Source: an optimization exercise on an open RTL-to-GDS flow (aim: small area). Production flows keep margins and buffers that such runs may drop. The RTL was checked by simulation tests, not by an equivalence proof against the original design. Power and IR drop assume default switching activity.

==> inputs of run a <==
==> flow/design.v (excerpt) <==
module regfile_multiport
#(
  parameter int DATA_W  = regfile_pkg::DATA_W_DEF,
  parameter int ADDR_W  = regfile_pkg::ADDR_W_DEF,
  parameter int NUM_RD  = regfile_pkg::NUM_RD_DEF
) (
  input  logic                     clk,
  input  logic                     reset_n,
  input  logic [NUM_RD-1:0]        rd_en,
  input  logic [NUM_RD*ADDR_W-1:0] rd_addr,
  output logic [NUM_RD*DATA_W-1:0] rd_data,
  output logic [NUM_RD-1:0]        rd_valid,
  input  logic                     wr_en,
  input  logic [ADDR_W-1:0]        wr_addr,
  input  logic [DATA_W-1:0]        wr_data,
  input  logic                     clr_req,
  output logic                     busy
);
export LEC_CHECK = 0
export CAP_MARGIN = 20
export CORE_MARGIN = 2
export CORE_UTILIZATION = 40
export PLACE_DENSITY = 0.72
export SLEW_MARGIN = 20
export SYNTH_HIERARCHICAL = 1
export SYNTH_MINIMUM_KEEP_SIZE = 0
export BUFFER_PORTS_ARGS = -buffer_cell sky130_fd_sc_hd__buf_1
export CTS_ARGS = -sink_clustering_enable -repair_clock_nets -dont_use_dummy_load -buf_list "sky130_fd_sc_hd__clkbuf_8 sky130_fd_sc_hd__clkbuf_16" -sink_clustering_size 30 -sink_clustering_max_diameter 80
create_clock -name core_clock -period 5.0 [get_ports {clk}]
standard.sh (not shown) runs the stock make flow with config.mk's settings and CLKGATE_MAP_FILE= SYNTH_SCRIPT=/design/flow/synth_recipe.tcl, a recipe that flattens the netlist after the stock synthesis.
==> flow/flow/run.sh <==
#!/bin/bash
# Standard ORFS layout with two changes: port buffers use the smallest
# buffer cell, and clock tree synthesis builds larger sink clusters and
# inserts no dummy loads.
set -euo pipefail
cat >> config.mk <<'EOC'
export BUFFER_PORTS_ARGS = -buffer_cell sky130_fd_sc_hd__buf_1
export CTS_ARGS = -sink_clustering_enable -repair_clock_nets -dont_use_dummy_load -buf_list "sky130_fd_sc_hd__clkbuf_8 sky130_fd_sc_hd__clkbuf_16" -sink_clustering_size 30 -sink_clustering_max_diameter 80
EOC
bash standard.sh > standard.log 2>&1
==> run b (differences from run a) <==
==> flow/run.sh (new file) <==
#!/bin/bash
# synth_recipe.tcl (not shown) runs the flow's synth.tcl, then flattens the netlist and writes it again
# the make line also repeats each setting of config.mk as NAME=value (left out here)
make -C /OpenROAD-flow-scripts/flow DESIGN_CONFIG=/design/flow/config.mk WORK_HOME=/design/flow/orfs CLKGATE_MAP_FILE= SYNTH_SCRIPT=/design/flow/synth_recipe.tcl finish
BUFFER_PORTS_ARGS = unset   (was -buffer_cell sky130_fd_sc_hd__buf_1)
CTS_ARGS = unset   (was -sink_clustering_enable -repair_clock_nets -dont_use_dummy_load -buf_list "sky130_fd_sc_hd__clkbuf_8 sky130_fd_sc_hd__clkbuf_16" -sink_clustering_size 30 -sink_clustering_max_diameter 80)
PLACE_DENSITY = unset   (was 0.72)
removed: flow/flow/run.sh
removed: flow/standard.sh
==> run c (differences from run a) <==
CORE_UTILIZATION = 45   (was 40)
PLACE_DENSITY = unset   (was 0.72)
SETUP_SLACK_MARGIN = 0.15   (was unset)
==> qor summary <==
quantity                                                                      run a             run b             run c
Net switching fraction of the power                                           0.279             0.264             0.283
Power attributed to combinational cells                                     2.10 mW           2.20 mW           2.12 mW
Clock buffer count in the final layout                                           44               161                49
Highest achievable clock rate                                             0.225 GHz         0.218 GHz         0.221 GHz
Placed cells                                                                   5033              5105              4833
Run status                                                 timing/DRC/antenna clean  timing/DRC/antenna clean  timing/DRC/antenna clean
Initial core utilization                                                      0.402             0.402             0.454
Relative contribution of combinational cells to total power                   0.120             0.099             0.119
Logic depth of the worst register-to-register path                                9                 9                 8
Final weighted congestion in routability-driven placement                      1.02             0.994              1.02
Ratio of routed vias to standard cells                                         8.12              7.77              8.75
Post-route core utilization                                                   0.452             0.495             0.509
CP Capture Point                                                   rd_data_q[0][29]  rd_data_q[0][25]  rd_data_q[0][29]
Placeable core region                                                    103000 µm²        103000 µm²         91500 µm²
CTS buffer count                                                                 44               112                49
Clock transition at the registers of the reported paths                     0.11 ns           0.06 ns           0.12 ns
Share of power burned in registers                                            0.632             0.500             0.622
Area after DPL                                                            45500 µm²         47200 µm²         45300 µm²
Nets                                                                           3754              3894              3753
Minimum setup slack in the final design                                    0.563 ns          0.414 ns          0.479 ns
Number of antenna violations at the first check in global routing                14                11                20


==> inputs of quartz <==
==> flow/design.v <==
package regfile_pkg;
  localparam int DATA_W_DEF  = 32;
  localparam int ADDR_W_DEF  = 5;
  localparam int NUM_RD_DEF  = 2;
endpackage
module regfile_rd_bit
#(
  parameter int N = 33
) (
  input  logic [N-1:0] sel,
  input  logic [N-1:0] din,
  output logic         dout
);
  localparam int G = (N + 2) / 3;
  logic [3*G-1:0] s3, d3;
  logic [G-1:0]   grp_n;
  always_comb begin
    s3 = '0;
    d3 = '0;
    s3[N-1:0] = sel;
    d3[N-1:0] = din;
  end
  for (genvar g = 0; g < G; g++) begin : g_grp
    regfile_aoi222 u_aoi (
      .a1(s3[3*g]),   .a2(d3[3*g]),
      .b1(s3[3*g+1]), .b2(d3[3*g+1]),
      .c1(s3[3*g+2]), .c2(d3[3*g+2]),
      .y (grp_n[g])
    );
  end
  assign dout = ~&grp_n;
endmodule
module regfile_aoi222 (
  input  logic a1, a2, b1, b2, c1, c2,
  output logic y
);
  assign y = ~((a1 & a2) | (b1 & b2) | (c1 & c2));
endmodule
module regfile_wr_bit (
  input  logic we,
  input  logic we_n,
  input  logic wd,
  input  logic q,
  output logic d
);
  assign d = (we & wd) | (we_n & q);
endmodule
import regfile_pkg::*;
module regfile_multiport
#(
  parameter int DATA_W  = regfile_pkg::DATA_W_DEF,
  parameter int ADDR_W  = regfile_pkg::ADDR_W_DEF,
  parameter int NUM_RD  = regfile_pkg::NUM_RD_DEF
) (
  input  logic                     clk,
  input  logic                     reset_n,
  input  logic [NUM_RD-1:0]        rd_en,
  input  logic [NUM_RD*ADDR_W-1:0] rd_addr,
  output logic [NUM_RD*DATA_W-1:0] rd_data,
  output logic [NUM_RD-1:0]        rd_valid,
  input  logic                     wr_en,
  input  logic [ADDR_W-1:0]        wr_addr,
  input  logic [DATA_W-1:0]        wr_data,
  input  logic                     clr_req,
  output logic                     busy
);
  localparam int DEPTH = 1 << ADDR_W;
  localparam int NT    = DEPTH + 1;    
  logic [DATA_W-1:0] data_q [DEPTH];
  logic [DATA_W-1:0] data_d [DEPTH];
  logic [DEPTH-1:0]  valid_q, valid_d;
  logic [DEPTH-1:0]  hit, wen, wen_n;
  logic              busy_q;
  logic [ADDR_W-1:0] cnt_q;
  logic              int_we;
  logic [ADDR_W-1:0] int_addr;
  logic [DATA_W-1:0] rd_data_q [NUM_RD];
  logic [DATA_W-1:0] rd_data_d [NUM_RD];
  logic [NUM_RD-1:0] rd_valid_q;
  always_ff @(posedge clk or negedge reset_n) begin
    if (!reset_n) begin
      busy_q <= 1'b0;
      cnt_q  <= '0;
    end else begin
      if (busy_q) begin
        cnt_q <= cnt_q + 1'b1;
        if (&cnt_q) busy_q <= 1'b0;
      end else if (clr_req) begin
        busy_q <= 1'b1;
      end
    end
  end
  assign int_we   = busy_q | (wr_en & (wr_addr != '0));
  assign int_addr = busy_q ? cnt_q : wr_addr;
  always_comb begin
    hit     = '0;
    wen     = '0;
    wen_n   = '1;
    valid_d = '0;
    for (int k = 1; k < DEPTH; k++) begin
      hit[k]     = int_we && (int_addr == k);
      wen[k]     = hit[k] && !busy_q;
      wen_n[k]   = !wen[k];
      valid_d[k] = hit[k] ? !busy_q : valid_q[k];
    end
  end
  always_ff @(posedge clk or negedge reset_n) begin
    if (!reset_n) valid_q <= '0;
    else          valid_q <= valid_d;
  end
  for (genvar k = 1; k < DEPTH; k++) begin : g_row
    for (genvar b = 0; b < DATA_W; b++) begin : g_bit
      regfile_wr_bit u_wr (
        .we  (wen[k]),
        .we_n(wen_n[k]),
        .wd  (wr_data[b]),
        .q   (data_q[k][b]),
        .d   (data_d[k][b])
      );
    end
    always_ff @(posedge clk) data_q[k] <= data_d[k];
  end
  for (genvar i = 0; i < NUM_RD; i++) begin : g_rd
    logic [ADDR_W-1:0] ra;
    logic [NT-1:0]     sel;
    assign ra = rd_addr[i*ADDR_W +: ADDR_W];
    always_comb begin
      sel    = '0;
      sel[0] = !rd_en[i];
      for (int k = 1; k < DEPTH; k++)
        sel[k] = rd_en[i] && (ra == k) && valid_q[k] && !hit[k];
      sel[DEPTH] = rd_en[i] && (ra != '0) && int_we && !busy_q && (int_addr == ra);
    end
    for (genvar b = 0; b < DATA_W; b++) begin : g_bit
      logic [NT-1:0] din;
      always_comb begin
        din        = '0;
        din[0]     = rd_data_q[i][b];
        for (int k = 1; k < DEPTH; k++) din[k] = data_q[k][b];
        din[DEPTH] = wr_data[b];
      end
      regfile_rd_bit #(.N(NT)) u_rd (
        .sel (sel),
        .din (din),
        .dout(rd_data_d[i][b])
      );
    end
  end
  always_ff @(posedge clk or negedge reset_n) begin
    if (!reset_n) begin
      rd_valid_q <= '0;
      for (int i = 0; i < NUM_RD; i++) rd_data_q[i] <= '0;
    end else begin
      rd_valid_q <= rd_en;
      for (int i = 0; i < NUM_RD; i++) rd_data_q[i] <= rd_data_d[i];
    end
  end
  always_comb begin
    for (int i = 0; i < NUM_RD; i++) rd_data[i*DATA_W +: DATA_W] = rd_data_q[i];
  end
  assign rd_valid = rd_valid_q;
  assign busy     = busy_q;
endmodule
==> flow/flow/run.sh <==
#!/bin/bash
# Standard ORFS layout with two changes: port buffers use the smallest
# buffer cell, and clock tree synthesis uses small leaf buffers over small
# sink clusters and inserts no dummy loads.
set -euo pipefail
cat >> config.mk <<'EOC'
export BUFFER_PORTS_ARGS = -buffer_cell sky130_fd_sc_hd__buf_1
export CTS_ARGS = -sink_clustering_enable -repair_clock_nets -dont_use_dummy_load -buf_list "sky130_fd_sc_hd__clkbuf_4" -root_buf sky130_fd_sc_hd__clkbuf_16 -sink_clustering_size 10 -sink_clustering_max_diameter 40
EOC
bash standard.sh > standard.log 2>&1
==> flow/standard.sh <==
#!/bin/bash
# synth_recipe.tcl (not shown) runs the flow's synth.tcl, then flattens the netlist and writes it again
# the make line also repeats each setting of config.mk as NAME=value (left out here)
make -C /OpenROAD-flow-scripts/flow DESIGN_CONFIG=/design/flow/config.mk WORK_HOME=/design/flow/orfs CLKGATE_MAP_FILE= SYNTH_SCRIPT=/design/flow/synth_recipe.tcl "${@:-finish}"
==> flow/config.mk <==
export PLATFORM = sky130hd
export DESIGN_NAME = regfile_multiport
export DESIGN_NICKNAME = regfile_multiport
export VERILOG_FILES = /design/flow/design.v
export SDC_FILE = /design/flow/constraint.sdc
export NUM_CORES = 4
export LEC_CHECK = 0
export CAP_MARGIN = 20
export CORE_MARGIN = 2
export CORE_UTILIZATION = 40
export GPL_ROUTABILITY_DRIVEN = 0
export PLACE_DENSITY = 0.82
export SLEW_MARGIN = 20
export SYNTH_HIERARCHICAL = 1
export SYNTH_MINIMUM_KEEP_SIZE = 0
export BUFFER_PORTS_ARGS = -buffer_cell sky130_fd_sc_hd__buf_1
export CTS_ARGS = -sink_clustering_enable -repair_clock_nets -dont_use_dummy_load -buf_list "sky130_fd_sc_hd__clkbuf_4" -root_buf sky130_fd_sc_hd__clkbuf_16 -sink_clustering_size 10 -sink_clustering_max_diameter 40
==> flow/constraint.sdc <==
create_clock -name core_clock -period 5.0 [get_ports {clk}]
set_input_delay 1.0000 -clock core_clock [delete_from_list [all_inputs] [get_ports {clk}]]
set_output_delay 1.0000 -clock core_clock [all_outputs]
set_load 0.01 [all_outputs]
==> zinc (differences from quartz) <==
Settings changed: PLACE_DENSITY 0.82 to 0.72.
==> comparison <==
In die area, quartz and zinc do not differ. In quartz the fmax is higher than in zinc, by about 0.5%. Of quartz and zinc, quartz has the higher hold slack (gap 0.11 ns). Between quartz and zinc, the lower critical path depth is in zinc (gap 2). zinc finished clean. quartz finished with timing, DRC and antenna clean.

[separate check: timing with driven ports]
In the flow no input, the clock included, has a driving cell. The finished layouts below were timed again as built, in two steps. Step 1, drivers: a clkbuf_16 drives clk and a buf_2 each remaining input, both assumed. Step 2, shift: input delay + t, output delay - t, t = (earliest + latest rising clock arrival at the registers) / 2. This alone moves slack from input paths to output paths. Three values: ideal, step 1, step 2; two values: the first two.
run | shift t [ns] | setup WS [ns] | worst register clock-pin slew, ns | pins driven straight from the clock port
run a | 0.710 | 0.563 / 0.563 / -0.093 | 0.12 / 0.12 | 1
run b | 0.784 | 0.414 / 0.414 / -0.152 | 0.07 / 0.07 | 1
run c | 0.742 | 0.479 / 0.479 / -0.069 | 0.12 / 0.12 | 1
quartz | 0.764 | 0.555 / 0.555 / 0.194 | 0.12 / 0.12 | 1
zinc | 0.803 | 0.534 / 0.534 / 0.340 | 0.12 / 0.12 | 1
Met with ideal ports but missed after step 2: setup timing in run a, run b and run c. The setup slack of run a, which loses most, moves by 0.000 ns with the drivers and by -0.656 ns with both steps.
